What follows belongs to an exercise in optimizing a design on an open flow for small area and a short achievable clock period; a production flow would make more cautious choices.
The RTL was checked by simulation tests, not by an equivalence proof against the original design.
Power and IR drop assume default switching activity.

==> flow/design.v (outline; a module is shown in full before it is edited, if it fits) <==
// module mag_fa: 10 lines
// module fft_mag_sq_frame: 725 lines
module fft_mag_sq_frame
#(
  parameter  int FFT_LEN = 64,
  localparam int IDX_W   = $clog2(FFT_LEN)
) (
  input  logic             aclk,
  input  logic             areset,
  input  logic [31:0]      slave_tdata,
  input  logic             slave_tvalid,
  output logic             slave_tready,
  output logic [31:0]      master_tdata,
  output logic             master_tvalid,
  input  logic             master_tready,
  output logic             master_tlast,
  output logic [IDX_W-1:0] peak_bin,
  output logic [31:0]      peak_mag,
  output logic             peak_valid
);
  // ...
==> flow/flow/run.sh <==
#!/bin/bash
set -euo pipefail
bash standard.sh "BUFFER_PORTS_ARGS=-buffer_cell sky130_fd_sc_hd__buf_1" finish > standard.log 2>&1
==> flow/standard.sh <==
#!/bin/bash
# synth_recipe.tcl (not shown) runs the flow's synth.tcl, then flattens the netlist and writes it again
# the make line also repeats each setting of config.mk as NAME=value (left out here)
make -C /OpenROAD-flow-scripts/flow DESIGN_CONFIG=/design/flow/config.mk WORK_HOME=/design/flow/orfs CLKGATE_MAP_FILE= SYNTH_SCRIPT=/design/flow/synth_recipe.tcl "${@:-finish}"
==> flow/config.mk <==
export PLATFORM = sky130hd
export DESIGN_NAME = fft_mag_sq_frame
export DESIGN_NICKNAME = fft_mag_sq_frame
export VERILOG_FILES = /design/flow/design.v
export SDC_FILE = /design/flow/constraint.sdc
export NUM_CORES = 4
export LEC_CHECK = 0
export ABC_CLOCK_PERIOD_IN_PS = 3500
export CAP_MARGIN = 20
export CORE_MARGIN = 2
export CORE_UTILIZATION = 40
export CTS_BUF_LIST = sky130_fd_sc_hd__clkbuf_8
export CTS_CLUSTER_SIZE = 12
export SETUP_SLACK_MARGIN = 3.2
export SLEW_MARGIN = 20
export SYNTH_HIERARCHICAL = 1
export SYNTH_MINIMUM_KEEP_SIZE = 0
==> flow/constraint.sdc <==
create_clock -name core_clock -period 7.0 [get_ports {aclk}]
set_input_delay 1.4000 -clock core_clock [delete_from_list [all_inputs] [get_ports {aclk}]]
set_output_delay 1.4000 -clock core_clock [all_outputs]
set_load 0.01 [all_outputs]
==> summary.txt, run 1 <==
- The placed cell count is 1846.
- The worst hold-check path type is reg2reg.
- The die is between 150 and 200 um wide.
- Of all the cell area in the finished design, the clock network holds just under 4%.
- The end point of the critical path is s2_row0_r[20].
- The most area-hungry cell class in the final design is multi-input gates.
- The fraction of the mapped netlist area in simple logic gates is 11.1%.
- After floorplanning, the core was sized to cover about 37000 um^2.
- The count of flip-flops with a built-in enable after synthesis is between 150 and 200.
- The internal reg-to-reg setup slack is about 3.3 ns.
- Buffers outside the clock tree occupy under 10% of the routed design's cell area.
- STA puts the critical path data required time at 7.26 ns.
- Summing all multi-input logic gate instances after layout gives 8360 um^2.
- CTS placed an instance of sky130_fd_sc_hd__clkbuf_8 at the clock tree root.
- In the routed design, unresolved DRC markers number 0.
- In this run, post-CTS repair resized a total of 0 instances.
- Before antenna repair, the detailed router went through 5 iterations.
- After Yosys synthesis, full adders, half adders and majority gates account for about 31% of the synthesized area.
- The initial core utilization is 40.4%.
- The sum of met3 wire segment lengths after detailed routing is about 2.4 mm.
- The most frequent standard cell in the layout excluding fill and tap cells is sky130_fd_sc_hd__nand2_1.
- The H-tree was split into 2 levels.
- At the later pin of the worst-skew pair, clock insertion delay measures about 0.55 ns.
- The count of maximum capacitance violations is 0.
- In this run, power in flip-flops and latches comes to around 2200 uW.
- The highest net fanout along the worst path is 15.
- The number of hold violations in the final report is 0.
- The wire length on met2 is around 15 mm.
- The clock input transition at the sequential cells of the worst setup and hold paths is ~0.06 ns.
- The run finished with no timing, DRC or antenna violations.
- The power density over the cells is between 300 and 400 nW/um^2.
- The number of setup buffers added after CTS is 36.
- Buffers inserted during clock tree synthesis total 37.
- In the layout the commonest cells are sky130_fd_sc_hd__nand2_1, sky130_fd_sc_hd__edfxtp_1, sky130_fd_sc_hd__fa_1, sky130_fd_sc_hd__inv_1, sky130_fd_sc_hd__buf_1.
- The HPWL after detailed placement is about 25 mm.
- The sequential standard cell area is 6060 um^2.
- The count of synthesis-stage warnings from yosys is 7.
- The most used routing layer is met2.
- The sequential cell count is 205.
- The congestion estimate from routability-driven global placement came to 0.906.
- Buffers placed on the I/O ports in this run total 109.
- The number of pins exceeding their max-slew limit in the final report is 0.
- Power attributed to combinational cells is about 3500 uW.
- The signal on the critical path passes through inv_1 -> fa_1 -> fa_1 -> fa_1 -> fa_1 -> fa_1.
- The post-synthesis cell count is 1281.
==> inputs of run 2 (changes only) <==
--- a/flow/config.mk
+++ b/flow/config.mk
@@ -11,5 +11,5 @@
 export CORE_UTILIZATION = 40
 export CTS_BUF_LIST = sky130_fd_sc_hd__clkbuf_8
-export CTS_CLUSTER_SIZE = 12
+export CTS_CLUSTER_SIZE = 18
 export SETUP_SLACK_MARGIN = 3.2
 export SLEW_MARGIN = 20
==> run 2 against run 1 <==
Against the previous run: critical endpoint unchanged; area after synthesis unchanged; sequential cell count is the same; still clean on timing, DRC and antenna; via count grew 0.38%; highest routed layer unchanged; clock skew fell by 0.011 ns; largest cell class unchanged.
==> summary.txt, run 2 <==
- The worst-case reg-to-reg path depth is 6.
- Summed over all failing endpoints, the final setup total negative slack is 0 ns.
- The combined global-route utilization of all metal layers is roughly 18%.
- The arrival time reported for the critical path endpoint is approximately 4.0 ns.
- The critical path runs through a total of 6 cells.
- Dividing the detail-routed via count by the number of cells gives between 5 and 6.
- The remaining design rule violation count is 0 (unchanged).
- After synthesis the netlist holds a flip-flop and latch count of roughly 200.
- The number of nets at the end of the flow is approximately 1.7k.
- The count of maximum capacitance violations is 0 (unchanged).
- In the final layout, the share of cells above drive strength 1 is around 8.9%.
- For this block, the routed nets add up to 34.2 mm of wire.
- The share of synthesized area spent on multiplexers is less than 1%.
- By count the netlist is led by sky130_fd_sc_hd__nand2_1, sky130_fd_sc_hd__edfxtp_1, sky130_fd_sc_hd__fa_1.
- The worst hold-check path type is reg2reg.
- The number of nets with antenna violations after routing is 0.
- In this run the deepest clock path goes through 3 buffers.
- The number of top-level design ports is 110.
- Subtracting the final worst setup slack from the clock period gives 3.72 ns.
- The normalized max-slew margin is between 30 and 40%.
- The number of pins exceeding their max-slew limit in the final report was 0 (unchanged).
- The clock input transition at the sequential cells of the worst setup and hold paths is 0.06 ns (about the same).
- After layout, the worst setup slack is about 3.3 ns.
- When the netlist entered floorplanning its net count stood at 1581.
- The antenna diode count is 0.
- The initialized floorplan defines between 70 and 80 standard-cell rows.
- The run finished with no timing, DRC or antenna violations.
- Summed over all layers, the global routing overflow is 0.
- Entering global routing, the biggest net connects 84 pins.
- The final HPWL from detailed placement came to 25.0 mm (unchanged).
- The adder-cell share of the synthesized area is 31.3% (unchanged).
- The post-synthesis cell count is 1281 (unchanged).
- The clock net in this run drives a total of just over 200 sinks.
- The final count of negative-setup-slack endpoints is 0.
- By area the synthesized netlist is led by sky130_fd_sc_hd__edfxtp_1, sky130_fd_sc_hd__fa_1, sky130_fd_sc_hd__nand2_1.
- The most used flip-flop cell after synthesis is sky130_fd_sc_hd__edfxtp_1.
- The leading cell type by number of instances after synthesis is sky130_fd_sc_hd__nand2_1.
- The worst-case vdd ir drop is 137 uV.
- After detailed routing, the average wire length per cell comes to 17.4 um.
- Setup repair after global routing could not meet its margin everywhere.
- Relative to the synthesized area, the layout overhead comes to 13.1%.
- The library cell used most frequently in the layout, excluding fill and tap cells, is sky130_fd_sc_hd__nand2_1.
- The horizontal extent of the die came to 198 um (unchanged).
- The layout filler cell count is approximately 3.5k.
- Based on the critical path, the design can be clocked at up to 0.268 GHz.
- The latest clock arrival within the worst-skew pair was 0.57 ns (+0.02 ns).
- The multi-input logic area came to 8360 um^2 (about the same).
- The XOR/XNOR share of the synthesized area is under 10%.
- The first-pass detailed-route iteration total came to 5 (unchanged).
- The count of synthesis-stage warnings from yosys is 7 (unchanged).
- Detailed routing inserted a total of 10.1k vias.
- After layout, the worst path uses 53.2% of the clock period.
- The largest registers in the layout are peak_mag_r (32), run_max_r (32), s3_mag_r (32).
- The power density over the cells came to 393 nW/um^2 (-0.35%).
- The initial core utilization is 40.4% (unchanged).
- The count of hold-fix buffers inserted at cts is 0.
- The largest clock skew in the final design is 0.0203 ns.
- The total core area is 37400 um^2 (unchanged).
- The sequential standard cell area is 6060 um^2 (unchanged).
- The synthesized cell area is around 15000 um^2.
- STA classifies the critical path endpoint as a flip-flop.
- In this run the clock root is driven by a sky130_fd_sc_hd__clkbuf_8.
- The number of hold violations in the final report was 0 (unchanged).
- The synthesized design devotes to its leading area cell type roughly two fifths of total area.
- The number of buffers and inverters on the critical path is 1.
- The global-route wire length before repair is roughly 54 mm.
- The average size of a mapped cell is roughly 12 um^2.
- The fraction of the mapped netlist area in simple logic gates is 11.1% (unchanged).
- Along the worst hold path, the cell count comes to 0.
- The critical path data required time is 7.29 ns (+0.03 ns).
- The number of levels in the clock H-tree is 2 (unchanged).
- The die height is roughly 200 um.
- The kind of critical path is reg2reg.
- The signal on the critical path passes through inv_1 -> fa_1 -> fa_1 -> fa_1 -> fa_1 -> fa_1.
- Among the stages of the critical path, the cell type that occurs most often is sky130_fd_sc_hd__fa_1.
- For this design the static power due to leakage is roughly 0.0063 uW.
- The share of flip-flops with an asynchronous set or reset is 0%.
- The count of flip-flops with a built-in enable after synthesis is 195 (unchanged).
- The synthesized netlist devotes around a tenth of its cell area to compound gates.
- STA classifies the critical path startpoint as a flip-flop.
- The die covers slightly below 40000 um^2.
- For this design, the slowest cell found on the critical path is sky130_fd_sc_hd__edfxtp_1.
- The final weighted congestion in routability-driven placement is 0.906 (unchanged).
- TritonCTS built the clock tree.
- The top cell types in the final layout, fill and taps aside, are sky130_fd_sc_hd__nand2_1, sky130_fd_sc_hd__edfxtp_1, sky130_fd_sc_hd__fa_1, sky130_fd_sc_hd__inv_1, sky130_fd_sc_hd__buf_1.
- The delay contributed by the slowest stage of the critical path is between 0.7 and 0.8 ns.
- Prior to clock tree synthesis, the placed netlist has a worst setup slack of between 2 and 3 ns.
- The quantity of I/O buffers inserted on ports is 109 (unchanged).
- The transition time of the tightest slew-check pin is approximately 1.0 ns.
- The count of cell types in the netlist is 63.
- The highest net fanout along the worst path is 15 (unchanged).
- By area, the combinational part of the netlist is dominated by adder cells.
- The largest area contributor in the synthesized netlist is sky130_fd_sc_hd__edfxtp_1.
- The number of global-route vias before repair is 10.0k.
- The gate family responsible for the most delay along the worst path is adder cells.
- The number of antenna violations at the first check in global routing came to 0.
- The number of buffers created by CTS came to 37 (unchanged).
- After the first detailed-routing iteration, the DRC count stood at between 600 and 700.
- Sequential cells were found to cover between 40% and 50% of the synthesized design area.
-- run 2: cell counts after synthesis --
No cell type changed its count.
-- run 2: power by group --
group	total, uW	internal (uW)	switching, uW
Clock	1030	519	510
Sequential	2170	1960	211
Combinational	3510	1530	1980
Total	6710	4010	2700
-- run 2: per-layer routing --
| layer | share of wire [%] | track usage, % | vias up |
|---|---|---|---|
| li1 | - | - | 4739 |
| met1 | 45 | 24.8 | 4984 |
| met2 | 44 | 27.8 | 355 |
| met3 | 7.7 | 4.09 | 63 |
| met4 | 2.6 | 6.10 | 0 |
| met5 | 0 | 0 | - |
-- run 2: worst register-to-register path, stage by stage, from the launching register on --
cell and delay, ns:
sky130_fd_sc_hd__edfxtp_1 0.77, sky130_fd_sc_hd__inv_1 0.15, sky130_fd_sc_hd__fa_1 0.53, sky130_fd_sc_hd__fa_1 0.53, sky130_fd_sc_hd__fa_1 0.58, sky130_fd_sc_hd__fa_1 0.45, sky130_fd_sc_hd__fa_1 0.45
-- run 2: path summary, 6_finish.rpt --
path,from,end,slack [ns]
setup / recovery,s1_im_r[10],s2_row0_r[20],3.28
hold reg to reg,bin_cnt_r[4],run_bin_r[4],0.50
setup reg to reg,s1_im_r[10],s2_row0_r[20],3.28
hold / removal,bin_cnt_r[4],run_bin_r[4],0.50
-- run 2: kinds of logic (layout without fill, tap and decap cells) --
logic type / after synthesis / after routing
mux: 10 / 10
compound gates: 185 / 185
flops: 205 / 205
fa+ha+maj: 264 / 264
buf+inv: 183 / 350
xor+xnor: 45 / 45
simple gates: 389 / 389
-- run 2: repair_timing --
item | 4_1_cts | 5_1_grt
resized for setup | 0 | 5
pin swaps | 0 | 1
hold endpoints to repair | 0 | 0
buffers inserted | 36 | 11
endpoints found under the setup margin | 10 | 47
-- run 2: per-stage QoR --
stage	instance area [um^2]	power, uW	hold slack [ns]	util [%]	std cells
CTS	16900	6770	0.495	45.2	1948
floorplan	15100	4690	0.453	-	1281
global route	17100	7390	0.500	45.7	1959
finish	17100	6710	0.499	45.7	1959
global placement	16000	5550	0.472	42.7	1846
detailed placement	16000	5680	0.479	42.7	1846
-- run 2: area by class of cell --
cell class	count	share of cell area (%)
Inverter	119	2.61
Timing Repair Buffer	165	5.43
Sequential cell	205	35.4
Clock inverter	27	0.732
Clock buffer	39	3.14
Tap cell	511	3.74
Multi-Input combinational cell	893	48.9
-- run 2: modules after synthesis (local to each module, per instance) --
module            cells  flops+latches  area (um^2)
mag_fa                1              0         20.0
fft_mag_sq_frame   1094            205        11400
==> inputs of run 3 (changes only) <==
--- a/flow/config.mk
+++ b/flow/config.mk
@@ -6,10 +6,9 @@
 export NUM_CORES = 4
 export LEC_CHECK = 0
+export ABC_AREA = 1
 export ABC_CLOCK_PERIOD_IN_PS = 3500
 export CAP_MARGIN = 20
 export CORE_MARGIN = 2
 export CORE_UTILIZATION = 40
-export CTS_BUF_LIST = sky130_fd_sc_hd__clkbuf_8
-export CTS_CLUSTER_SIZE = 18
 export SETUP_SLACK_MARGIN = 3.2
 export SLEW_MARGIN = 20
==> run 3 against run 2 <==
Against the previous run: still clean on timing, DRC and antenna; clock power increased by 18%; design area increased by 0.34%; sequential share of layout area decreased by 0.12 points; area after synthesis decreased by 1.8%; setup slack got worse by 0.0044 ns; combinational power about the same; register-to-register slack about the same; count of clock-buffer cells in the layout decreased by 5; power increased by 2.6%; critical path depth unchanged; core utilization increased by 1.3 points; die area decreased by 1.8%; critical endpoint is now s2_row0_r[17].
==> summary.txt, run 3 <==
- The flow ran to the end and the layout has no timing, DRC or antenna violations.
- The pin count of the biggest net entering global routing is 51 (-39%).
- The largest clock skew in the final design is 0.0114 ns (-0.00889 ns).
- The transition time of the tightest slew-check pin is 0.769 ns (-0.279 ns).
- The count of flip-flops with a built-in enable after synthesis came to 195 (unchanged).
- The count of maximum capacitance violations was 0 (unchanged).
- The total via count in the routed design came to 10.1k (-0.90%).
- The launch point of the critical path is s1_im_r[9].
- The number of global-route vias before repair is 10.2k (+1.5%).
- The most repeated library cell on the critical path is sky130_fd_sc_hd__fa_1.
- The layout filler cell count is 3415 (-1.5%).
- The endpoint of the worst register-to-register path is s2_row0_r[17].
- The dominant combinational cell family by area after synthesis is adder cells.
- The leading cell type by number of instances after synthesis is sky130_fd_sc_hd__nand2_1.
- The count of hold-fix buffers inserted at cts came to 0 (unchanged).
- The number of buffers on the longest clock path is 3 (unchanged).
- The count of synthesis-stage warnings from yosys was 7 (unchanged).
- The final weighted congestion in routability-driven placement is 0.875 (-3.4%).
- The worst hold-check path type is reg2reg.
- The number of top-level design ports came to 110 (unchanged).
- The worst-case reg-to-reg path depth is 6 (unchanged).
- The antenna diode count was 0 (unchanged).
- The worst setup path is captured at a flip-flop.
- The quantity of I/O buffers inserted on ports is 109 (unchanged).
- The share of synthesized area spent on multiplexers is 0% (-0.67 points).
- The number of levels in the clock H-tree came to 1 (-1).
- The fraction of the mapped netlist area in simple logic gates is 14.9% (+3.7 points).
- The achievable clock frequency is 0.268 GHz (-0.12%).
- The share of the yosys chip area belonging to registers is 40.8% (+0.75 points).
- The register bit count reported by yosys is 205 (unchanged).
- The initial core utilization was 40.6% (+0.21 points).
- The total power after layout came to 6880 uW (+2.6%).
- The sink count of the clock tree is 205 (unchanged).
- The final critical-path share of the clock period came to 53.3% (+0.063 points).
- The largest registers in the layout are peak_mag_r (32), run_max_r (32), s3_mag_r (32).
- In the post-synthesis netlist, the biggest area contributors are sky130_fd_sc_hd__edfxtp_1, sky130_fd_sc_hd__fa_1, sky130_fd_sc_hd__nand2_1.
- Leaving out fill and tap cells, the most frequent cell in the layout is sky130_fd_sc_hd__nand2_1.
- The final total negative setup slack is 0 ns (unchanged).
- The overall overflow remaining after global route is 0 (unchanged).
- The final count of negative-setup-slack endpoints is 0 (unchanged).
- The adder-cell share of the synthesized area is 31.8% (+0.59 points).
- The minimum period implied by the final worst setup slack is 3.73 ns (+0.00439 ns).
- The critical path goes through nand2_1 -> fa_1 -> fa_1 -> fa_1 -> fa_1 -> fa_1.
- The number of buffers created by CTS is 23 (-38%).
- The CTS tree is yes.
- The count of buffering cells on the critical path with inverters included is 0 (-1).
- The average size of a mapped cell is 10.6 um^2 (-10%).
- The critical path data required time came to 7.27 ns (-0.02 ns).
- The delay contributed by the slowest stage of the critical path is 0.84 ns (+0.07 ns).
- The area of the die is 38600 um^2 (-1.8%).
- The violation count after the first detailed-route iteration is 521 (-14%).
- The area growth from synthesis to layout is 15.6%.
- The XOR/XNOR share of the synthesized area is 2.66% (+0.049 points).
- For this design, the slowest cell found on the critical path is sky130_fd_sc_hd__edfxtp_1.
- The global-route wire length before repair is 53.4 mm (-1.4%).
- The largest area contributor in the synthesized netlist is sky130_fd_sc_hd__edfxtp_1.
- The normalized max-slew margin is 48.7% (+19 points).
- The library cells used most frequently in the layout, excluding fill and tap cells, are sky130_fd_sc_hd__nand2_1, sky130_fd_sc_hd__edfxtp_1, sky130_fd_sc_hd__fa_1, sky130_fd_sc_hd__inv_1, sky130_fd_sc_hd__buf_1.
- The static leakage power is 0.00701 uW (+12%).
- The die height is 197 um (-0.91%).
- The critical path is of the reg2reg type.
- The share of the synthesized area in the top cell type is 39.5% (+0.73 points).
- The final HPWL from detailed placement is 24.9 mm (-0.42%).
- The arrival time reported for the critical path endpoint is 4.00 ns (-0.02 ns).
- The internal reg-to-reg setup slack is 3.27 ns (about the same).
- The worst-case vdd ir drop is 150 uV (+9.4%).
- The number of hold violations in the final report is 0 (unchanged).
- The critical path startpoint category is a flip-flop.
- The power density over the cells is 401 nW/um^2 (+2.2%).
- The number of nets at the end of the flow is 1866 (+8.4%).
- Setup repair after global routing left no endpoint under its margin.
- The number of antenna violations at the first check in global routing was 0 (unchanged).
- The number of nets with antenna violations after routing came to 0 (unchanged).
- Ranked by instance count, the synthesized netlist is headed by sky130_fd_sc_hd__nand2_1, sky130_fd_sc_hd__edfxtp_1, sky130_fd_sc_hd__fa_1.
- The synthesized cell area came to 14800 um^2 (-1.8%).
- The clock root buffer master is sky130_fd_sc_hd__clkbuf_16.
- The first-pass detailed-route iteration total is 5 (unchanged).
- The count of cell types in the netlist is 30 (-52%).
- The post-synthesis cell count came to 1397 (+9.1%).
- The wire length per cell is 16.3 um (-6.2%).
- The launch point of the worst reg-to-reg path is s1_im_r[9].
- The share of layout cells above drive strength 1 is 7.52% (-1.4 points).
- The share of flip-flops with an asynchronous set or reset came to 0% (unchanged).
- The latest clock arrival within the worst-skew pair is 0.54 ns (-0.03 ns).
- The combined global-route utilization of all metal layers is 17.6% (-0.24 points).
- The vias per cell is 4.90 (-5.3%).
- The total number of cells along the worst setup path came to 6 (unchanged).
- The highest net fanout along the worst path is 15 (unchanged).
- The clock input transition at the sequential cells of the worst setup and hold paths is 0.06 ns (about the same).
- The total core area was 36500 um^2 (-2.3%).
- The net count after synthesis was 1697 (+7.3%).
- The compound-gate portion of the synthesized area is 3.68% (-5.8 points).
- The most used flip-flop cell after synthesis is sky130_fd_sc_hd__edfxtp_1.
- The number of pins exceeding their max-slew limit in the final report is 0 (unchanged).
- Among cell families on the critical path, the largest total delay comes from adder cells.
- The number of rows created at floorplan is 70 (-1.4%).
- Following the worst setup path forward leads to its endpoint at s2_row0_r[17].
- The remaining design rule violation count came to 0 (unchanged).
- The total wire length after detailed routing is 33.5 mm (-1.8%).
- The total of cells resized after clock tree synthesis is 0 (unchanged).
- The horizontal extent of the die is 197 um (-0.91%).
## run 3: cell types whose count changed after synthesis, sizes merged, moves of 10 or more
cell and change:
and2 -18, xnor2 -13, o2111ai -34, nand2 +139, o311ai -31, inv +67
nand3 +51, nor2 +25, a21oi +10, clkbuf -18, xor2 +13, o21ai +10
## run 3: final cells by class
type	instances	area [um^2]	area share [%]
clock buffers	34	667	3.89
clock inverters	8	101	0.591
inverters	186	698	4.07
multi-input cells	961	7890	46.0
flip-flops and latches	205	6060	35.3
well taps	468	586	3.41
repair buffers	189	1150	6.71
## run 3: routing by layer
| metal | vias to the layer above | global-route usage, % | routed length (um) |
|---|---|---|---|
| met5 | - | 0 | 0 |
| met4 | 0 | 4.91 | 1030 |
| met3 | 63 | 3.80 | 2210 |
| met2 | 300 | 28.3 | 14900 |
| met1 | 4870 | 24.3 | 15400 |
| li1 | 4817 | - | - |
## run 3: where the power goes
| part | switching [uW] | internal, uW |
|---|---|---|
| logic | 2050 | 1460 |
| clock network | 485 | 734 |
| registers | 186 | 1970 |
| total | 2720 | 4160 |
## run 3: worst min-delay path, delay by kind of cell, from the launching register on
kind             cells  cell delay (ns)
and+or+nand+nor      2             0.12
DFF                  1             0.32
## run 3: logic make-up (layout without fill, tap and decap cells)
group / Yosys count / in the layout
XOR/XNOR: 45 / 45
AO/OA/AOI/OAI: 100 / 100
flip-flops: 205 / 205
buffers and inverters: 231 / 417
adder cells (fa/ha/maj): 264 / 264
AND/OR/NAND/NOR: 552 / 552
## run 3: what timing repair did
action | in CTS | in global routing
setup endpoints to repair | 10 | 11
pin swaps | 0 | 1
buffers inserted | 36 | 37
## run 3: per-module statistics from Yosys (local to each module, per instance)
module            flops+latches  cells inside
fft_mag_sq_frame            205          1210
mag_fa                        0             1
## run 3: how the worst min path moves through the flow
| stage | slack [ns] | depth (start not counted) | endpoint | start |
|---|---|---|---|---|
| floorplan | 0.45 | 2 | s2_valid_r | s1_valid_r |
| global placement | 0.46 | 2 | s3_valid_r | s2_valid_r |
| detailed placement | 0.47 | 2 | s3_valid_r | s2_valid_r |
| CTS | 0.48 | 2 | s3_valid_r | s2_valid_r |
| global route | 0.51 | 2 | s3_valid_r | s2_valid_r |
| finish | 0.48 | 2 | s3_valid_r | s2_valid_r |
## run 3: stage by stage
step	setup slack [ns]	hold WS [ns]	area, um^2	util, %	instances
CTS	3.20	0.483	16800	45.9	2014
detailed placement	3.01	0.469	15700	43.0	1936
global route	3.21	0.511	17100	47.0	2051
global placement	3.04	0.457	15700	43.0	1936
floorplan	3.20	0.449	14800	-	1397
finish	3.27	0.480	17100	47.0	2051
==> inputs of run 4 (changes only) <==
--- a/flow/config.mk
+++ b/flow/config.mk
@@ -6,9 +6,8 @@
 export NUM_CORES = 4
 export LEC_CHECK = 0
-export ABC_AREA = 1
 export ABC_CLOCK_PERIOD_IN_PS = 3500
 export CAP_MARGIN = 20
 export CORE_MARGIN = 2
-export CORE_UTILIZATION = 40
+export CORE_UTILIZATION = 60
 export SETUP_SLACK_MARGIN = 3.2
 export SLEW_MARGIN = 20
==> run 4 against run 3 <==
Against the previous run: still clean; count of clock-buffer cells in the layout decreased by 9; design area decreased by 1.1%; power decreased by 1.4%; non-clock buffer count decreased by 14; clock power decreased by 7%.
==> summary.txt, run 4 <==
- The final weighted congestion in routability-driven placement was 0.877 (+0.19%).
- The register bit count reported by yosys is 205 (unchanged).
- The launch point of the worst reg-to-reg path is s1_im_r[12].
- The count of maximum capacitance violations is 0 (unchanged).
- The number of rows created at floorplan was 58 (-17%).
- The initial core utilization was 60.5% (+20 points).
- The transition time of the tightest slew-check pin came to 0.866 ns (+0.0967 ns).
- The post-synthesis cell count came to 1281 (-8.3%).
- The number of pins exceeding their max-slew limit in the final report is 0 (unchanged).
- Ranked by total cell area, the synthesized netlist is headed by sky130_fd_sc_hd__edfxtp_1, sky130_fd_sc_hd__fa_1, sky130_fd_sc_hd__nand2_1.
- The pin count of the biggest net entering global routing is 66 (+29%).
- The flow ran to the end and the layout has no timing, DRC or antenna violations.
- The violation count after the first detailed-route iteration is 673 (+29%).
- The launch point of the critical path is s1_im_r[12].
- The largest area contributor in the synthesized netlist is sky130_fd_sc_hd__edfxtp_1.
- The final HPWL from detailed placement is 23.3 mm (-6.5%).
- The most frequent standard cell in the layout excluding fill and tap cells is sky130_fd_sc_hd__nand2_1.
- The combined global-route utilization of all metal layers is 25.1% (+7.5 points).
- The part of the power in the clock network came to 16.8% (-0.9 points).
- The quantity of I/O buffers inserted on ports was 109 (unchanged).
- The wire length per cell was 18.4 um (+13%).
- The worst-case vdd ir drop is 304 uV (+100%).
- The largest clock skew in the final design is 0.0270 ns (+0.0156 ns).
- The kind of critical path is reg2reg.
- The number of nets at the end of the flow is 1718 (-7.9%).
- The cell internal power dissipation was 4150 uW (-0.21%).
- STA classifies the critical path startpoint as a flip-flop.
- The power dissipated by switching net loads came to 2630 uW (-3.3%).
- The total core area is 25000 um^2 (-32%).
- The most used flip-flop cell after synthesis is sky130_fd_sc_hd__edfxtp_1.
- The count of cell types in the netlist came to 63 (+110%).
- The share of the yosys chip area belonging to registers is 40.1% (-0.75 points).
- The normalized max-slew margin is 42.3% (-6.4 points).
- After synthesis, the most frequently instantiated cells are sky130_fd_sc_hd__nand2_1, sky130_fd_sc_hd__edfxtp_1, sky130_fd_sc_hd__fa_1.
- The number of top-level design ports is 110 (unchanged).
- Clock tree synthesis selected as its root buffer the cell sky130_fd_sc_hd__clkbuf_16.
- The power density over the cells is 400 nW/um^2 (-0.33%).
- The library cells used most frequently in the layout, excluding fill and tap cells, are sky130_fd_sc_hd__nand2_1, sky130_fd_sc_hd__edfxtp_1, sky130_fd_sc_hd__fa_1, sky130_fd_sc_hd__inv_1, sky130_fd_sc_hd__buf_1.
- Setup repair after global routing could not meet its margin everywhere.
- The number of buffers created by CTS is 23 (unchanged).
- The antenna diode count was 0 (unchanged).
- The final count of negative-setup-slack endpoints is 0 (unchanged).
- The critical path data required time was 7.23 ns (-0.04 ns).
- The count of synthesis-stage warnings from yosys was 7 (unchanged).
- The share of flip-flops with an asynchronous set or reset is 0% (unchanged).
- The global-route wire length before repair was 51.9 mm (-2.8%).
- The horizontal extent of the die came to 163 um (-17%).
- The net count after synthesis is 1581 (-6.8%).
- The highest net fanout along the worst path is 15 (unchanged).
- The leading cell type by number of instances after synthesis is sky130_fd_sc_hd__nand2_1.
- The remaining design rule violation count is 0 (unchanged).
- The overall overflow remaining after global route is 0 (unchanged).
- The area growth from synthesis to layout is 12.3%.
- The arrival time reported for the critical path endpoint is 3.96 ns (-0.04 ns).
- The share of the synthesized area in the top cell type is 38.8% (-0.73 points).
- The worst hold-check path type is reg2reg.
- The share of layout cells above drive strength 1 is 8.51% (+1.0 points).
- The sequential power share is 32.1% (+0.8 points).
- The first-pass detailed-route iteration total is 7 (+2).
- The total via count in the routed design is 10.1k (+0.35%).
- The number of global-route vias before repair is 10.0k (-1.4%).
- The number of nets with antenna violations after routing is 0 (unchanged).
- The synthesized cell area is 15100 um^2 (+1.9%).
- The vias per cell is 5.72 (+17%).
- The clock input transition at the sequential cells of the worst setup and hold paths is 0.06 ns (about the same).
- The switching share of total power is 38.8% (-0.75 points).
- The number of buffers on the longest clock path is 3 (unchanged).
- The final cell utilization of the core is 67.9% (+21 points).
- The die height is 163 um (-17%).
- The final total negative setup slack was 0 ns (unchanged).
- The CTS tree is yes.
- The area of the die is 26500 um^2 (-31%).
- The startpoint identified for the worst hold timing path is bin_cnt_r[4].
- The largest registers in the layout are peak_mag_r (32), run_max_r (32), s3_mag_r (32).
- The achievable clock frequency was 0.268 GHz (-0.18%).
- The post-place setup slack came to 3.00 ns (-0.00973 ns).
- The average size of a mapped cell is 11.8 um^2 (+11%).
- The total wire length after detailed routing came to 32.4 mm (-3.3%).
- The static leakage power is 0.00631 uW (-10%).
- The worst setup path is captured at a flip-flop.
- The number of hold violations in the final report is 0 (unchanged).
- The combinational share of power is 51.1% (about the same).
- The final worst setup slack was 3.26 ns (-0.00691 ns).
- The latest clock arrival within the worst-skew pair was 0.51 ns (-0.03 ns).
- The number of levels in the clock H-tree came to 1 (unchanged).
- The count of flip-flops with a built-in enable after synthesis is 195 (unchanged).
- The final critical-path share of the clock period came to 53.4% (+0.099 points).
- The sink count of the clock tree is 205 (unchanged).
- The minimum period implied by the final worst setup slack is 3.74 ns (+0.00691 ns).
- The number of antenna violations at the first check in global routing is 0 (unchanged).
## run 4: path summary, 6_finish.rpt
path                   end  slack (ns)  cells after the start
max          s2_row0_r[19]        3.26                      6
max reg2reg  s2_row0_r[19]        3.26                      6
min reg2reg   run_bin_r[4]        0.49                      0
min           run_bin_r[4]        0.49                      0
## run 4: area by class of cell
cell class,count,area (um^2)
flip-flops and latches,205,6060
clock inverters,15,133
inverters,119,447
fillers,1926,8000
multi-input cells,894,8370
well taps,330,413
clock buffers,25,583
repair buffers,175,958
## run 4: cells by family after synthesis
logic type / after synthesis / synth area share (%)
fa+ha+maj: 264 / 31.3
simple gates: 389 / 11.1
buf+inv: 183 / 4.78
xor+xnor: 45 / 2.61
compound gates: 185 / 9.46
flops: 205 / 40.1
mux: 10 / 0.671
## run 4: worst max-delay path, cell delays in order (launching register included)
cell	delay (ns)
sky130_fd_sc_hd__edfxtp_1	0.83
sky130_fd_sc_hd__nand2_1	0.17
sky130_fd_sc_hd__fa_1	0.57
sky130_fd_sc_hd__fa_1	0.45
sky130_fd_sc_hd__fa_1	0.50
sky130_fd_sc_hd__fa_1	0.52
sky130_fd_sc_hd__fa_1	0.41
## run 4: metal layers
metal	routed length (um)	up-vias	global-route usage [%]	share of wire (%)
met5	0	-	0	0
met4	771	0	6.92	2.4
met3	2110	51	4.07	6.5
met2	15700	365	42.2	48
met1	13900	4951	34.3	43
li1	-	4718	-	-
## run 4: Yosys stat by module, one instance, submodules excluded
module	flip-flops and latches	cell area, um^2
mag_fa	0	20.0
fft_mag_sq_frame	205	11400
## run 4: power groups by stage
stage          clock network, uW  registers [uW]  logic (uW)
2_1_floorplan                  0            2150        2540
3_3_place_gp                   0            2250        3220
3_5_place_dp                   0            2260        3360
4_1_cts                     1170            2200        3450
5_1_grt                     1220            2210        3990
6_report                    1140            2180        3470
## run 4: through the flow
| step | total power [uW] | std cells | instance area (um^2) | hold WS, ns |
|---|---|---|---|---|
| after floorplan | 4690 | 1281 | 15100 | 0.453 |
| after global placement | 5470 | 1664 | 15700 | 0.467 |
| after detailed placement | 5620 | 1664 | 15700 | 0.472 |
| after CTS | 6820 | 1743 | 16800 | 0.486 |
| after global routing | 7420 | 1763 | 17000 | 0.508 |
| final | 6780 | 1763 | 17000 | 0.485 |
## run 4: what timing repair did
action | CTS | global route
buffers inserted | 38 | 20
cloned | 1 | 0
hold buffers | 0 | 0
setup endpoints to repair | 48 | 26
gates resized for setup | 0 | 1
pin swaps | 1 | 0
endpoints found under the hold margin | 0 | 0
==> inputs of run 5 (changes only) <==
--- a/flow/config.mk
+++ b/flow/config.mk
@@ -9,5 +9,8 @@
 export CAP_MARGIN = 20
 export CORE_MARGIN = 2
-export CORE_UTILIZATION = 60
+export CORE_UTILIZATION = 40
+export CTS_BUF_LIST = sky130_fd_sc_hd__clkbuf_8
+export CTS_CLUSTER_DIAMETER = 60
+export CTS_CLUSTER_SIZE = 20
 export SETUP_SLACK_MARGIN = 3.2
 export SLEW_MARGIN = 20
==> run 5 against run 4 <==
Against the previous run: non-clock buffer count down 13; largest cell class unchanged; synthesized cell count unchanged; global-route usage decreased by 7.6 points; final cell count increased by 9.3%; design area fell by 0.45%; critical path depth is the same; worst hold slack better by 0.023 ns; sequential cell count did not move; register-to-register slack improved by 0.03 ns; count of clock-buffer cells in the layout down 4; sequential power is essentially flat; setup slack improved by 0.029 ns.
==> summary.txt, run 5 <==
- The run finished with no timing, DRC or antenna violations.
- The placed cell count is 1846 (+11%).
- The power density over the cells came to 388 nW/um^2 (-3.0%).
- The critical path startpoint category is a flip-flop.
- The layout filler cell count is 3469 (+80%).
- Compared with the post-synthesis result, the final layout area differs by 11.8%.
- The number of hold violations in the final report is 0 (unchanged).
- The synthesized cell area came to 15100 um^2 (unchanged).
- The number of cells traversed by the worst hold path was 2 (+2).
- The total core area is 37400 um^2 (+50%).
- The number of nets at the end of the flow is 1702 (-0.93%).
- The most used flip-flop cell after synthesis is sky130_fd_sc_hd__edfxtp_1.
- The horizontal extent of the die is 198 um (+22%).
- The final weighted congestion in routability-driven placement is 0.906 (+3.4%).
- The share of the synthesized area in the top cell type is 38.8% (unchanged).
- TritonCTS built the clock tree.
- The highest net fanout along the worst path is 15 (unchanged).
- The kind of critical path is reg2reg.
- The number of global-route vias before repair is 9899 (-1.4%).
- The latest clock arrival within the worst-skew pair is 0.57 ns (+0.06 ns).
- The normalized max-slew margin is 29.3% (-13 points).
- The top cell types in the final layout, fill and taps aside, are sky130_fd_sc_hd__nand2_1, sky130_fd_sc_hd__edfxtp_1, sky130_fd_sc_hd__fa_1, sky130_fd_sc_hd__inv_1, sky130_fd_sc_hd__buf_1.
- The net count after synthesis is 1581 (unchanged).
- The clock input transition at the sequential cells of the worst setup and hold paths is 0.10 ns (+0.04 ns).
- The arrival time reported for the critical path endpoint came to 4.00 ns (+0.04 ns).
- The number of buffers created by CTS is 21 (-8.7%).
- The global-route wire length before repair is 53.7 mm (+3.5%).
- The wire length per cell is 17.5 um (-5.0%).
- The final total negative setup slack was 0 ns (unchanged).
- The delay contributed by the slowest stage of the critical path came to 0.79 ns (-0.04 ns).
- The antenna diode count is 0 (unchanged).
- The first-pass detailed-route iteration total was 5 (-2).
- The share of layout cells above drive strength 1 came to 8.26% (-0.25 points).
- Setup repair after global routing could not meet its margin everywhere.
- The worst-case vdd ir drop came to 173 uV (-43%).
- The die height is 198 um (+22%).
- The average size of a mapped cell is 11.8 um^2 (unchanged).
- The final count of negative-setup-slack endpoints was 0 (unchanged).
- The quantity of I/O buffers inserted on ports was 109 (unchanged).
- By area the synthesized netlist is led by sky130_fd_sc_hd__edfxtp_1, sky130_fd_sc_hd__fa_1, sky130_fd_sc_hd__nand2_1.
- The multi-input logic area was 8370 um^2 (about the same).
- The post-synthesis cell count is 1281 (unchanged).
- The post-place instance area is 16000 um^2 (+1.5%).
- The static leakage power is 0.00615 uW (-2.5%).
- The final HPWL from detailed placement is 25.0 mm (+7.4%).
- The initial core utilization is 40.4% (-20 points).
- The vias per cell was 5.16 (-9.8%).
- The total wire length after detailed routing was 33.7 mm (+3.9%).
- The sink count of the clock tree is 205 (unchanged).
- The critical path data required time came to 7.29 ns (+0.06 ns).
- The register bit count reported by yosys is 205 (unchanged).
- The count of flip-flops with a built-in enable after synthesis was 195 (unchanged).
- The slowest stage cell on the critical path is sky130_fd_sc_hd__edfxtp_1.
- The clock root buffer master is sky130_fd_sc_hd__clkbuf_8.
- The share of the yosys chip area belonging to registers came to 40.1% (unchanged).
- The cell area after layout is 16900 um^2 (-0.45%).
- The count of hold-fix buffers inserted at cts came to 0 (unchanged).
- The sequential standard cell area came to 6060 um^2 (unchanged).
- The largest clock skew in the final design is 0.0337 ns (+0.00664 ns).
- Walking the worst path, the cells encountered are nand2_1 -> fa_1 -> fa_1 -> fa_1 -> fa_1 -> fa_1.
- The gate family responsible for the most delay along the worst path is adder cells.
- Sorting the synthesized cells by how often they occur yields sky130_fd_sc_hd__nand2_1, sky130_fd_sc_hd__edfxtp_1, sky130_fd_sc_hd__fa_1.
- The achievable clock frequency came to 0.270 GHz (+0.79%).
- The transition time of the tightest slew-check pin was 1.06 ns (+0.195 ns).
- The number of antenna violations at the first check in global routing came to 0 (unchanged).
- The kind of end point of the critical path is a flip-flop.
- The count of buffering cells on the critical path with inverters included is 0 (unchanged).
- The count of synthesis-stage warnings from yosys came to 7 (unchanged).
- The remaining design rule violation count is 0 (unchanged).
- The count of placed standard cells in the final layout, fillers left out came to 1927 (+9.3%).
- The area of the die is 39300 um^2 (+49%).
- The total power after layout is 6550 uW (-3.4%).
- The number of buffers on the longest clock path is 3 (unchanged).
- The largest registers in the layout are peak_mag_r (32), run_max_r (32), s3_mag_r (32).
- The count of maximum capacitance violations is 0 (unchanged).
- The minimum period implied by the final worst setup slack is 3.71 ns (-0.0291 ns).
- The pin count of the biggest net entering global routing came to 84 (+27%).
- The number of rows created at floorplan was 71 (+22%).
- The final cell utilization of the core is 45.1% (-23 points).
- The leading cell type by number of instances after synthesis is sky130_fd_sc_hd__nand2_1.
- The total number of cells along the worst setup path is 6 (unchanged).
- The number of levels in the clock H-tree is 1 (unchanged).
- The worst hold-check path type is reg2reg.
- The share of flip-flops with an asynchronous set or reset is 0% (unchanged).
- The worst-case reg-to-reg path depth is 6 (unchanged).
- The most frequent standard cell in the layout excluding fill and tap cells is sky130_fd_sc_hd__nand2_1.
- The number of pins exceeding their max-slew limit in the final report came to 0 (unchanged).
- The number of nets with antenna violations after routing is 0 (unchanged).
- The most repeated library cell on the critical path is sky130_fd_sc_hd__fa_1.
- The count of cell types in the netlist is 63 (unchanged).
- sky130_fd_sc_hd__edfxtp_1 takes more of the synthesized area than any other cell.
- The combined global-route utilization of all metal layers is 17.5% (-7.6 points).
- The final critical-path share of the clock period came to 53.0% (-0.42 points).
- The total via count in the routed design is 9939 (-1.4%).
- The violation count after the first detailed-route iteration is 600 (-11%).
- The number of top-level design ports is 110 (unchanged).
- The overall overflow remaining after global route is 0 (unchanged).
[run 5: cell counts after synthesis]
No cell type changed its count.
[run 5: worst reg2reg max path, cell delays in order, from the launching register on]
cell,delay [ns]
sky130_fd_sc_hd__edfxtp_1,0.79
sky130_fd_sc_hd__nand2_1,0.18
sky130_fd_sc_hd__fa_1,0.53
sky130_fd_sc_hd__fa_1,0.52
sky130_fd_sc_hd__fa_1,0.56
sky130_fd_sc_hd__fa_1,0.43
sky130_fd_sc_hd__fa_1,0.45
[run 5: final timing paths]
| kind | endpoint | from | slack (ns) |
|---|---|---|---|
| worst max register to register | s2_row0_r[17] | s1_im_r[14] | 3.29 |
| worst max-delay path | s2_row0_r[17] | s1_im_r[14] | 3.29 |
| worst min register to register | s3_valid_r | s2_valid_r | 0.51 |
| worst min-delay path | s3_valid_r | s2_valid_r | 0.51 |
[run 5: modules after synthesis (local to each module, per instance)]
module	area, um^2	cells	flip-flops and latches	times used
fft_mag_sq_frame	11400	1094	205	1
mag_fa	20.0	1	0	187
[run 5: cells by family after synthesis]
family / synth area share (%)
simple gates: 11.1
fa+ha+maj: 31.3
flops: 40.1
compound gates: 9.46
buf+inv: 4.78
xor+xnor: 2.61
mux: 0.671
[run 5: repair_timing]
action | in CTS | in global routing
pin swaps | 0 | 2
endpoints found under the setup margin | 10 | 46
resized for setup | 0 | 9
buffers inserted | 35 | 9
[run 5: stage by stage]
step	setup slack, ns	hold slack [ns]
after floorplan	3.21	0.453
after global placement	3.07	0.472
after detailed placement	2.95	0.479
after CTS	3.21	0.508
after global routing	3.17	0.514
final	3.29	0.508
[run 5: final cells by class]
cell class                 instances  area share [%]
clock inverter                    16            1.27
timing repair buffer             162            5.14
multi-input combinational        893            49.6
clock buffer                      21            1.71
tap                              511            3.79
sequential                       205            35.9
inverter                         119            2.65
[run 5: routing by layer]
layer,track usage (%),part of all wire [%]
met5,0,0
met4,5.01,2.4
met3,3.44,7.6
met2,27.2,44
met1,24.9,46
[run 5: power by group]
group | internal, uW | switching, uW
Clock | 366 | 513
Combinational | 1530 | 1980
Sequential | 1950 | 215
==> inputs of run 6 (changes only) <==
--- a/flow/config.mk
+++ b/flow/config.mk
@@ -13,5 +13,5 @@
 export CTS_CLUSTER_DIAMETER = 60
 export CTS_CLUSTER_SIZE = 20
-export SETUP_SLACK_MARGIN = 3.2
+export SETUP_SLACK_MARGIN = 2.9
 export SLEW_MARGIN = 20
 export SYNTH_HIERARCHICAL = 1
==> run 6 against run 5 <==
Against the previous run: largest power group unchanged; area after synthesis did not move; synthesized cell count did not move; count of clock-buffer cells in the layout unchanged; still clean on timing, DRC and antenna; design area decreased by 1.5%; die area did not move; final cell count shrank 1.3%.
==> summary.txt, run 6 <==
- The flow ran to the end and the layout has no timing, DRC or antenna violations.
- The final critical-path share of the clock period is 56.8% (+3.8 points).
- The transition time of the tightest slew-check pin is 1.05 ns (-0.0133 ns).
- The worst-case vdd ir drop was 172 uV (-0.42%).
- The worst hold-check path type is reg2reg.
- Setup repair after global routing left no endpoint under its margin.
- In the layout the commonest cells are sky130_fd_sc_hd__nand2_1, sky130_fd_sc_hd__edfxtp_1, sky130_fd_sc_hd__fa_1, sky130_fd_sc_hd__inv_1, sky130_fd_sc_hd__buf_1.
- The share of the synthesized area in the top cell type is 38.8% (unchanged).
- The delay contributed by the slowest stage of the critical path is 0.72 ns (-0.07 ns).
- The post-synthesis cell count came to 1281 (unchanged).
- The achievable clock frequency is 0.252 GHz (-6.7%).
- The number of nets at the end of the flow is 1676 (-1.5%).
- The cell area after layout is 16600 um^2 (-1.5%).
- The final HPWL from detailed placement is 25.0 mm (unchanged).
- The pin count of the biggest net entering global routing is 84 (unchanged).
- The share of synthesized area spent on multiplexers is 0.671% (unchanged).
- The most frequent standard cell in the layout excluding fill and tap cells is sky130_fd_sc_hd__nand2_1.
- The static leakage power is 0.00601 uW (-2.3%).
- The power density over the cells is 391 nW/um^2 (+0.80%).
- The worst register-to-register path ends at s2_row0_r[17].
- The die height is 198 um (unchanged).
- The count of buffering cells on the critical path with inverters included is 0 (unchanged).
- The post-place instance area is 16000 um^2 (unchanged).
- The count of flip-flops with a built-in enable after synthesis was 195 (unchanged).
- The count of synthesis-stage warnings from yosys is 7 (unchanged).
- By area the synthesized netlist is led by sky130_fd_sc_hd__edfxtp_1, sky130_fd_sc_hd__fa_1, sky130_fd_sc_hd__nand2_1.
- The worst register-to-register path begins at s1_re_r[0].
- The dominant combinational cell family by area after synthesis is adder cells.
- The normalized max-slew margin is 30.2% (+0.89 points).
- The layout filler cell count is 3474 (+0.14%).
- The critical path data required time came to 7.29 ns (about the same).
- The share of the yosys chip area belonging to registers came to 40.1% (unchanged).
- The net count after synthesis is 1581 (unchanged).
- The number of rows created at floorplan is 71 (unchanged).
- Yosys instantiated no cell more often than sky130_fd_sc_hd__nand2_1.
- The share of flip-flops with an asynchronous set or reset is 0% (unchanged).
- The count of maximum capacitance violations came to 0 (unchanged).
- In the synthesized netlist, the cells that appear most often are sky130_fd_sc_hd__nand2_1, sky130_fd_sc_hd__edfxtp_1, sky130_fd_sc_hd__fa_1.
- The count of cell types in the netlist is 63 (unchanged).
- The initial core utilization was 40.4% (unchanged).
- The area added between synthesis and finish is 10.1%.
- STA classifies the critical path endpoint as a flip-flop.
- The remaining design rule violation count is 0 (unchanged).
- The average size of a mapped cell is 11.8 um^2 (unchanged).
- The number of hold violations in the final report was 0 (unchanged).
- The adder-cell share of the synthesized area came to 31.3% (unchanged).
- The compound-gate portion of the synthesized area is 9.46% (unchanged).
- The critical path goes through nand2_1 -> fa_1 -> fa_1 -> fa_1 -> fa_1 -> fa_1 -> fa_1.
- The fraction of the mapped netlist area in simple logic gates is 11.1% (unchanged).
- The share of layout cells above drive strength 1 came to 6.04% (-2.2 points).
- The synthesized cell area is 15100 um^2 (unchanged).
- The kind of critical path is reg2reg.
- The number of cells traversed by the worst hold path was 2 (unchanged).
- The wire length per cell came to 17.2 um (-1.4%).
- The critical path startpoint category is a flip-flop.
- The final cell utilization of the core is 44.5% (-0.68 points).
- The count of placed standard cells in the final layout, fillers left out is 1901 (-1.3%).
- The violation count after the first detailed-route iteration is 611 (+1.8%).
- The worst-case hold path end point is s1_valid_r.
- The overall overflow remaining after global route is 0 (unchanged).
- The number of buffers on the longest clock path is 3 (unchanged).
- The final weighted congestion in routability-driven placement was 0.906 (unchanged).
- The total core area is 37400 um^2 (unchanged).
- The total via count in the routed design came to 9877 (-0.62%).
- The number of nets with antenna violations after routing is 0 (unchanged).
- The number of global-route vias before repair was 9664 (-2.4%).
- The vias per cell was 5.20 (+0.74%).
- The final count of negative-setup-slack endpoints is 0 (unchanged).
- The horizontal extent of the die came to 198 um (unchanged).
- The number of levels in the clock H-tree came to 1 (unchanged).
- The quantity of I/O buffers inserted on ports came to 109 (unchanged).
- The XOR/XNOR share of the synthesized area is 2.61% (unchanged).
- The register bit count reported by yosys is 205 (unchanged).
- Clock tree synthesis selected as its root buffer the cell sky130_fd_sc_hd__clkbuf_8.
- The area of the die is 39300 um^2 (unchanged).
- The latest clock arrival within the worst-skew pair came to 0.57 ns (about the same).
- The largest individual stage delay along the critical path comes from the cell sky130_fd_sc_hd__edfxtp_1.
- The internal reg-to-reg setup slack came to 3.03 ns (-0.27 ns).
- The number of buffers created by CTS is 21 (unchanged).
- The arrival time reported for the critical path endpoint is 4.27 ns (+0.27 ns).
- The antenna diode count is 0 (unchanged).
- The number of top-level design ports is 110 (unchanged).
- The largest area contributor in the synthesized netlist is sky130_fd_sc_hd__edfxtp_1.
- The placed cell count is 1846 (unchanged).
- TritonCTS built the clock tree.
- The number of pins exceeding their max-slew limit in the final report was 0 (unchanged).
- The global-route wire length before repair is 52.6 mm (-2.0%).
- The worst-case reg-to-reg path depth is 7 (+1).
- The first-pass detailed-route iteration total is 5 (unchanged).
- The most used flip-flop cell after synthesis is sky130_fd_sc_hd__edfxtp_1.
- The largest registers in the layout are peak_mag_r (32), run_max_r (32), s3_mag_r (32).
- The clock input transition at the sequential cells of the worst setup and hold paths is 0.10 ns (about the same).
- The number of antenna violations at the first check in global routing is 0 (unchanged).
- The minimum period implied by the final worst setup slack came to 3.97 ns (+0.268 ns).
- The combined global-route utilization of all metal layers is 17.1% (-0.44 points).
- The gate family responsible for the most delay along the worst path is adder cells.
- The worst hold path begins at s1_valid_r.
- The highest net fanout along the worst path is 15 (unchanged).
- The sink count of the clock tree came to 205 (unchanged).
- The total wire length after detailed routing is 32.8 mm (-2.8%).
- The final total negative setup slack is 0 ns (unchanged).
- The most repeated library cell on the critical path is sky130_fd_sc_hd__fa_1.
- The largest clock skew in the final design is 0.0357 ns (+0.00201 ns).
-- run 6: layout make-up --
| cell class | instances | area, um^2 | area share, % |
|---|---|---|---|
| clock inverters | 16 | 215 | 1.29 |
| well taps | 511 | 639 | 3.85 |
| multi-input cells | 893 | 8350 | 50.2 |
| flip-flops and latches | 205 | 6060 | 36.4 |
| repair buffers | 136 | 628 | 3.78 |
| inverters | 119 | 447 | 2.69 |
| clock buffers | 21 | 289 | 1.74 |
-- run 6: tightest hold or removal path: stages (launching register included) --
cell and delay (ns):
sky130_fd_sc_hd__dfxtp_1 0.34, sky130_fd_sc_hd__mux2i_1 0.07, sky130_fd_sc_hd__nor2_1 0.07
-- run 6: how the worst max path moves through the flow --
stage	start	slack [ns]	endpoint	cells past startpoint
final	s1_re_r[0]	3.03	s2_row0_r[17]	7
after global routing	s1_re_r[12]	2.91	s2_row0_r[17]	7
after CTS	s1_re_r[8]	2.95	s2_row0_r[17]	7
after detailed placement	s1_re_r[8]	2.95	s2_row0_r[17]	7
after global placement	s1_re_r[8]	3.07	s2_row0_r[17]	7
after floorplan	s1_re_r[8]	3.21	s2_row0_r[17]	8
-- run 6: timing repair --
item                                   in CTS  in global routing
hold buffers                                0                  0
buffers inserted                            0                 18
endpoints found under the hold margin       0                  0
gates resized for setup                     0                  0
setup endpoints to repair                   0                  2
-- run 6: cells by family after synthesis --
group	Yosys count
AOI/OAI and AO/OA	185
buffers and inverters	183
DFF	205
and+or+nand+nor	389
xor gates and xnor gates	45
adders and majority gates	264
muxes	10
-- run 6: metal layers --
| layer | wire length (um) | global-route usage [%] | up-vias |
|---|---|---|---|
| met5 | 0 | 0 | - |
| met4 | 727 | 4.07 | 0 |
| met3 | 2350 | 3.36 | 50 |
| met2 | 14500 | 26.6 | 317 |
| met1 | 15200 | 24.6 | 4870 |
| li1 | - | - | 4640 |
-- run 6: per-stage QoR --
stage / hold slack, ns / setup WS (ns) / total power, uW
finish: 0.507 / 3.03 / 6510
global route: 0.514 / 2.91 / 7190
CTS: 0.508 / 2.95 / 6570
detailed placement: 0.479 / 2.95 / 5680
global placement: 0.472 / 3.07 / 5550
floorplan: 0.453 / 3.21 / 4690
-- run 6: modules after synthesis, one instance, submodules excluded --
module            cell area, um^2  copies in the design  cells  flip-flops and latches
fft_mag_sq_frame            11400                     1   1094                     205
mag_fa                       20.0                   187      1                       0
-- run 6: power by group --
group          switching (uW)  internal, uW  total [uW]  leakage (uW)
registers                 254          1950        2210       0.00192
logic                    1920          1500        3420       0.00383
clock network             515           366         881      0.000254
==> inputs of run 7 (changes only) <==
--- a/flow/config.mk
+++ b/flow/config.mk
@@ -11,7 +11,7 @@
 export CORE_UTILIZATION = 40
 export CTS_BUF_LIST = sky130_fd_sc_hd__clkbuf_8
-export CTS_CLUSTER_DIAMETER = 60
-export CTS_CLUSTER_SIZE = 20
-export SETUP_SLACK_MARGIN = 2.9
+export CTS_CLUSTER_DIAMETER = 50
+export CTS_CLUSTER_SIZE = 16
+export SETUP_SLACK_MARGIN = 3.2
 export SLEW_MARGIN = 20
 export SYNTH_HIERARCHICAL = 1
==> run 7 against run 6 <==
Against the previous run: still clean; global-route usage is 0.32 points higher; sequential power is 2% lower; die area stayed put; critical path depth is 2 higher; critical path type unchanged; critical endpoint is now s2_row0_r[7]; largest cell class unchanged; largest power group unchanged.
==> summary.txt, run 7 <==
- The area growth from synthesis to layout is 12.4%.
- The count of synthesis-stage warnings from yosys is 7 (unchanged).
- The number of top-level design ports came to 110 (unchanged).
- The CTS tree is yes.
- The latest clock arrival within the worst-skew pair is 0.59 ns (+0.02 ns).
- The share of flip-flops with an asynchronous set or reset was 0% (unchanged).
- The critical path data required time is 7.31 ns (+0.02 ns).
- The number of levels in the clock H-tree is 1 (unchanged).
- The number of buffers on the longest clock path is 3 (unchanged).
- The switching share of total power is 40.9% (-0.37 points).
- The number of nets at the end of the flow is 1715 (+2.3%).
- STA classifies the critical path startpoint as a flip-flop.
- The number of rows created at floorplan is 71 (unchanged).
- The quantity of I/O buffers inserted on ports came to 109 (unchanged).
- The total power after layout was 6550 uW (+0.65%).
- The average size of a mapped cell was 11.8 um^2 (unchanged).
- The normalized max-slew margin is 29.8% (-0.36 points).
- The minimum period implied by the final worst setup slack is 3.72 ns (-0.252 ns).
- Clock tree synthesis selected as its root buffer the cell sky130_fd_sc_hd__clkbuf_8.
- The final weighted congestion in routability-driven placement came to 0.906 (unchanged).
- By count the netlist is led by sky130_fd_sc_hd__nand2_1, sky130_fd_sc_hd__edfxtp_1, sky130_fd_sc_hd__fa_1.
- The power density over the cells is 386 nW/um^2 (-1.4%).
- The most critical setup path has its startpoint at s1_re_r[1].
- The critical path is of the reg2reg type.
- The net count after synthesis came to 1581 (unchanged).
- The leading cell type by number of instances after synthesis is sky130_fd_sc_hd__nand2_1.
- The transition time of the tightest slew-check pin is 1.05 ns (+0.00544 ns).
- The part of the power in the clock network is 13.2% (-0.3 points).
- The number of hold violations in the final report came to 0 (unchanged).
- The register bit count reported by yosys is 205 (unchanged).
- The share of the yosys chip area belonging to registers is 40.1% (unchanged).
- The sequential power share was 33.0% (-0.9 points).
- The number of pins exceeding their max-slew limit in the final report is 0 (unchanged).
- The overall overflow remaining after global route is 0 (unchanged).
- The flow ran to the end and the layout has no timing, DRC or antenna violations.
- The number of nets with antenna violations after routing is 0 (unchanged).
- The synthesized cell area is 15100 um^2 (unchanged).
- The arrival time reported for the critical path endpoint was 4.03 ns (-0.24 ns).
- The worst hold path belongs to the class reg2reg.
- The most frequent standard cell in the layout excluding fill and tap cells is sky130_fd_sc_hd__nand2_1.
- The sink count of the clock tree is 205 (unchanged).
- The clock input transition at the sequential cells of the worst setup and hold paths is 0.09 ns (about the same).
- The total via count in the routed design is 10.0k (+1.5%).
- The final total negative setup slack is 0 ns (unchanged).
- The area of the die came to 39300 um^2 (unchanged).
- The largest clock skew in the final design is 0.0316 ns (-0.00406 ns).
- The cell internal power dissipation is 3870 uW (+1.3%).
- The combined global-route utilization of all metal layers came to 17.4% (+0.32 points).
- The post-place instance area came to 16000 um^2 (unchanged).
- In this run the most critical hold path is launched from bin_cnt_r[4].
- The worst-case vdd ir drop is 228 uV (+32%).
- The static leakage power is 0.00621 uW (+3.4%).
- The die height was 198 um (unchanged).
- Leaving out fill and tap cells, the most frequent cells in the layout are sky130_fd_sc_hd__nand2_1, sky130_fd_sc_hd__edfxtp_1, sky130_fd_sc_hd__fa_1, sky130_fd_sc_hd__inv_1, sky130_fd_sc_hd__buf_1.
- The horizontal extent of the die came to 198 um (unchanged).
- The wire length per cell was 17.3 um (+0.37%).
- In this run the critical register-to-register path is launched from s1_re_r[1].
- The cell area after layout is 17000 um^2 (+2.1%).
- The share of the synthesized area in the top cell type is 38.8% (unchanged).
- Among all flip-flop cells after synthesis, the most frequent one is sky130_fd_sc_hd__edfxtp_1.
- The first-pass detailed-route iteration total is 5 (unchanged).
- The largest area contributor in the synthesized netlist is sky130_fd_sc_hd__edfxtp_1.
- The combinational share of power is 53.7% (+1.2 points).
- The total core area is 37400 um^2 (unchanged).
- The post-synthesis cell count is 1281 (unchanged).
- The total wire length after detailed routing came to 33.6 mm (+2.5%).
- The count of cell types in the netlist is 63 (unchanged).
- The number of antenna violations at the first check in global routing is 0 (unchanged).
- The final HPWL from detailed placement is 25.0 mm (unchanged).
- The achievable clock frequency is 0.269 GHz (+6.8%).
- The violation count after the first detailed-route iteration was 576 (-5.7%).
- The antenna diode count is 0 (unchanged).
- The highest net fanout along the worst path is 7 (-8).
- The count of maximum capacitance violations is 0 (unchanged).
- The largest registers in the layout are peak_mag_r (32), run_max_r (32), s3_mag_r (32).
- The power dissipated by switching net loads is 2680 uW (-0.26%).
- Sorting the synthesized cells by area gives the leading types as sky130_fd_sc_hd__edfxtp_1, sky130_fd_sc_hd__fa_1, sky130_fd_sc_hd__nand2_1.
- The final count of negative-setup-slack endpoints came to 0 (unchanged).
- The vias per cell was 5.16 (-0.66%).
- The kind of end point of the critical path is a flip-flop.
- The number of global-route vias before repair was 9909 (+2.5%).
- The initial core utilization is 40.4% (unchanged).
- The share of layout cells above drive strength 1 was 8.94% (+2.9 points).
- Setup repair after global routing could not meet its margin everywhere.
- The number of buffers created by CTS is 23 (+9.5%).
- The remaining design rule violation count was 0 (unchanged).
- The final critical-path share of the clock period was 53.2% (-3.6 points).
- The count of flip-flops with a built-in enable after synthesis came to 195 (unchanged).
- The pin count of the biggest net entering global routing came to 84 (unchanged).
- The global-route wire length before repair came to 53.4 mm (+1.5%).
run 7: cell types whose count changed in the layout (fill, tap and decap cells not counted), sizes merged:
cell and change:
buf +37, clkbuf +2, clkinv +1, clkinvlp +1
run 7: area by class of cell:
| cell class | instances | area [um^2] |
|---|---|---|
| Inverter | 119 | 447 |
| Tap cell | 511 | 639 |
| Clock buffer | 23 | 317 |
| Multi-Input combinational cell | 893 | 8360 |
| Clock inverter | 18 | 179 |
| Fill cell | 3459 | 20400 |
| Timing Repair Buffer | 173 | 976 |
| Sequential cell | 205 | 6060 |
run 7: Yosys stat by module (local to each module, per instance):
module | flip-flops and latches | cell area, um^2
fft_mag_sq_frame | 205 | 11400
mag_fa | 0 | 20.0
run 7: worst max-delay path: stages (launching register included):
cell	delay (ns)
sky130_fd_sc_hd__edfxtp_1	0.49
sky130_fd_sc_hd__buf_4	0.21
sky130_fd_sc_hd__ha_1	0.19
sky130_fd_sc_hd__inv_1	0.08
sky130_fd_sc_hd__fa_1	0.44
sky130_fd_sc_hd__fa_1	0.44
sky130_fd_sc_hd__fa_1	0.39
sky130_fd_sc_hd__fa_1	0.39
sky130_fd_sc_hd__fa_1	0.39
sky130_fd_sc_hd__fa_1	0.44
run 7: cells by family after synthesis:
kind of cell	share of synthesized area, %
simple gates	11.1
fa+ha+maj	31.3
flops	40.1
compound gates	9.46
buf+inv	4.78
xor+xnor	2.61
mux	0.671
run 7: stage by stage:
stage	instances	setup slack, ns	utilization (%)	hold WS (ns)
3_5_place_dp	1846	2.95	42.7	0.479
6_report	1942	3.28	45.4	0.499
5_1_grt	1942	3.15	45.4	0.500
2_1_floorplan	1281	3.21	-	0.453
3_3_place_gp	1846	3.07	42.7	0.472
4_1_cts	1928	3.25	44.9	0.500
run 7: power by group through the flow:
stage          clock [uW]  sequential [uW]  combinational, uW
2_1_floorplan           0             2150               2540
3_3_place_gp            0             2240               3310
3_5_place_dp            0             2250               3430
4_1_cts               903             2180               3510
5_1_grt               946             2200               4070
6_report              866             2160               3520
run 7: metal layers:
metal / wire [um] / vias up / GRT usage (%)
li1: - / 4717 / -
met1: 15600 / 4910 / 24.6
met2: 14900 / 336 / 27.3
met5: 0 / - / 0
met3: 2360 / 60 / 3.51
met4: 803 / 0 / 4.57
run 7: timing repair:
action                     4_1_cts  5_1_grt
hold buffers                     0        0
pin swaps                        0        2
setup endpoints to repair       10       45
resized for setup                0        6
setup buffers                   41       14
run 7: path summary, 6_finish.rpt:
path | end | slack [ns] | cells after the start
setup / recovery | s2_row0_r[7] | 3.28 | 9
hold / removal | run_bin_r[4] | 0.50 | 0
setup reg to reg | s2_row0_r[7] | 3.28 | 9
hold reg to reg | run_bin_r[4] | 0.50 | 0
==> inputs of run 8 (changes only) <==
--- a/flow/config.mk
+++ b/flow/config.mk
@@ -10,7 +10,4 @@
 export CORE_MARGIN = 2
 export CORE_UTILIZATION = 40
-export CTS_BUF_LIST = sky130_fd_sc_hd__clkbuf_8
-export CTS_CLUSTER_DIAMETER = 50
-export CTS_CLUSTER_SIZE = 16
 export SETUP_SLACK_MARGIN = 3.2
 export SLEW_MARGIN = 20
==> run 8 against run 7 <==
Against the previous run: synthesized cell count unchanged; largest power group unchanged; non-clock buffer count down 7; combinational power about the same.
==> summary.txt, run 8 <==
- The final HPWL from detailed placement came to 25.0 mm (unchanged).
- The transition time of the tightest slew-check pin is 1.07 ns (+0.0202 ns).
- The final weighted congestion in routability-driven placement is 0.906 (unchanged).
- The quantity of I/O buffers inserted on ports is 109 (unchanged).
- The static leakage power came to 0.00628 uW (+1.2%).
- The wire length per cell is 17.5 um (+0.95%).
- In this run the critical register-to-register path is launched from s1_re_r[13].
- The total core area is 37400 um^2 (unchanged).
- The horizontal extent of the die is 198 um (unchanged).
- The count of synthesis-stage warnings from yosys is 7 (unchanged).
- The area of the die was 39300 um^2 (unchanged).
- The count of placed standard cells in the final layout, fillers left out came to 1939 (-0.15%).
- The count of buffering cells on the critical path with inverters included is 1 (-1).
- The delay contributed by the slowest stage of the critical path is 0.52 ns (+0.03 ns).
- In the layout the commonest cells are sky130_fd_sc_hd__nand2_1, sky130_fd_sc_hd__edfxtp_1, sky130_fd_sc_hd__fa_1, sky130_fd_sc_hd__inv_1, sky130_fd_sc_hd__buf_1.
- The worst-case reg-to-reg path depth is 8 (-1).
- The critical path goes through buf_4 -> nand2_1 -> fa_1 -> fa_1 -> fa_1 -> fa_1 -> fa_1 -> fa_1.
- The count of maximum capacitance violations is 0 (unchanged).
- The antenna diode count was 0 (unchanged).
- The slowest stage cell on the critical path is sky130_fd_sc_hd__fa_1.
- The arrival time reported for the critical path endpoint was 3.97 ns (-0.06 ns).
- The net count after synthesis is 1581 (unchanged).
- sky130_fd_sc_hd__edfxtp_1 takes more of the synthesized area than any other cell.
- The flow ran to the end and the layout has no timing, DRC or antenna violations.
- The count of cell types in the netlist is 63 (unchanged).
- The latest clock arrival within the worst-skew pair was 0.52 ns (-0.07 ns).
- The kind of end point of the critical path is a flip-flop.
- The initial core utilization is 40.4% (unchanged).
- The count of flip-flops with a built-in enable after synthesis is 195 (unchanged).
- The root buffer cell chosen for the clock tree is sky130_fd_sc_hd__clkbuf_16.
- The number of nets with antenna violations after routing is 0 (unchanged).
- The final cell utilization of the core is 45.8% (+0.45 points).
- The total power after layout is 6850 uW (+4.6%).
- The number of antenna violations at the first check in global routing came to 0 (unchanged).
run 8: cell types whose count changed in the layout (fill, tap and decap cells not counted), moves of 2 or more:
cell and delta:
sky130_fd_sc_hd__buf_12 -2, sky130_fd_sc_hd__buf_4 -5, sky130_fd_sc_hd__clkbuf_1 +4, sky130_fd_sc_hd__clkbuf_16 +25, sky130_fd_sc_hd__clkbuf_8 -23, sky130_fd_sc_hd__clkinv_1 +4
sky130_fd_sc_hd__clkinv_2 +7, sky130_fd_sc_hd__clkinv_4 -5, sky130_fd_sc_hd__inv_6 -3, sky130_fd_sc_hd__inv_8 -3
run 8: per-layer routing:
metal / share of wire [%] / global-route usage, % / routed length, um
met1: 46 / 24.9 / 15600
met2: 44 / 27.5 / 14900
met3: 7.5 / 3.61 / 2540
met4: 2.2 / 4.62 / 760
met5: 0 / 0 / 0
run 8: how the worst max path moves through the flow:
stage | start | to | slack, ns | cells after the start
3_5_place_dp | s1_re_r[8] | s2_row0_r[17] | 2.95 | 7
2_1_floorplan | s1_re_r[8] | s2_row0_r[17] | 3.21 | 8
3_3_place_gp | s1_re_r[8] | s2_row0_r[17] | 3.07 | 7
6_report | s1_re_r[13] | s2_row0_r[19] | 3.29 | 8
5_1_grt | s1_re_r[1] | s2_row0_r[7] | 3.19 | 9
4_1_cts | s1_im_r[2] | s2_row0_r[7] | 3.20 | 7
run 8: report_power, final:
part	switching, uW	internal (uW)
clock	486	688
combinational	1980	1530
sequential	211	1960
run 8: final cells by class:
class	count	area, um^2	area share, %
sequential	205	6060	35.3
clock inverter	16	105	0.613
timing repair buffer	166	898	5.24
tap	511	639	3.73
inverter	119	447	2.61
clock buffer	29	641	3.74
multi-input combinational	893	8360	48.8
run 8: cell families (layout without fill, tap and decap cells):
logic type / Yosys count / in the layout / share of synthesized area [%]
AOI/OAI and AO/OA: 185 / 185 / 9.46
xor gates and xnor gates: 45 / 45 / 2.61
adders and majority gates: 264 / 264 / 31.3
buffers and inverters: 183 / 330 / 4.78
DFF: 205 / 205 / 40.1
muxes: 10 / 10 / 0.671
and+or+nand+nor: 389 / 389 / 11.1
run 8: modules after synthesis (local to each module, per instance):
module | cell area (um^2) | copies in the design
fft_mag_sq_frame | 11400 | 1
mag_fa | 20.0 | 187
run 8: repair_timing:
item	in CTS	in global routing
endpoints found under the hold margin	0	0
pin swaps	0	1
hold buffers	0	0
setup endpoints to repair	10	43
cloned	0	0
gates resized for setup	0	5
buffers inserted	33	15
run 8: through the flow:
step / setup WS, ns / instance area (um^2)
after global routing: 3.19 / 17100
final: 3.29 / 17100
after floorplan: 3.21 / 15100
after detailed placement: 2.95 / 16000
after CTS: 3.20 / 17000
after global placement: 3.07 / 16000

Re-timed with assumed drivers on the ports (clkbuf_16 on the clock, buf_2 on other inputs), run 8 has 3.286 ns of setup slack against 3.286 ns with ideal ports, and 3.286 ns once port delays also move by the mid clock arrival of 0.567 ns.
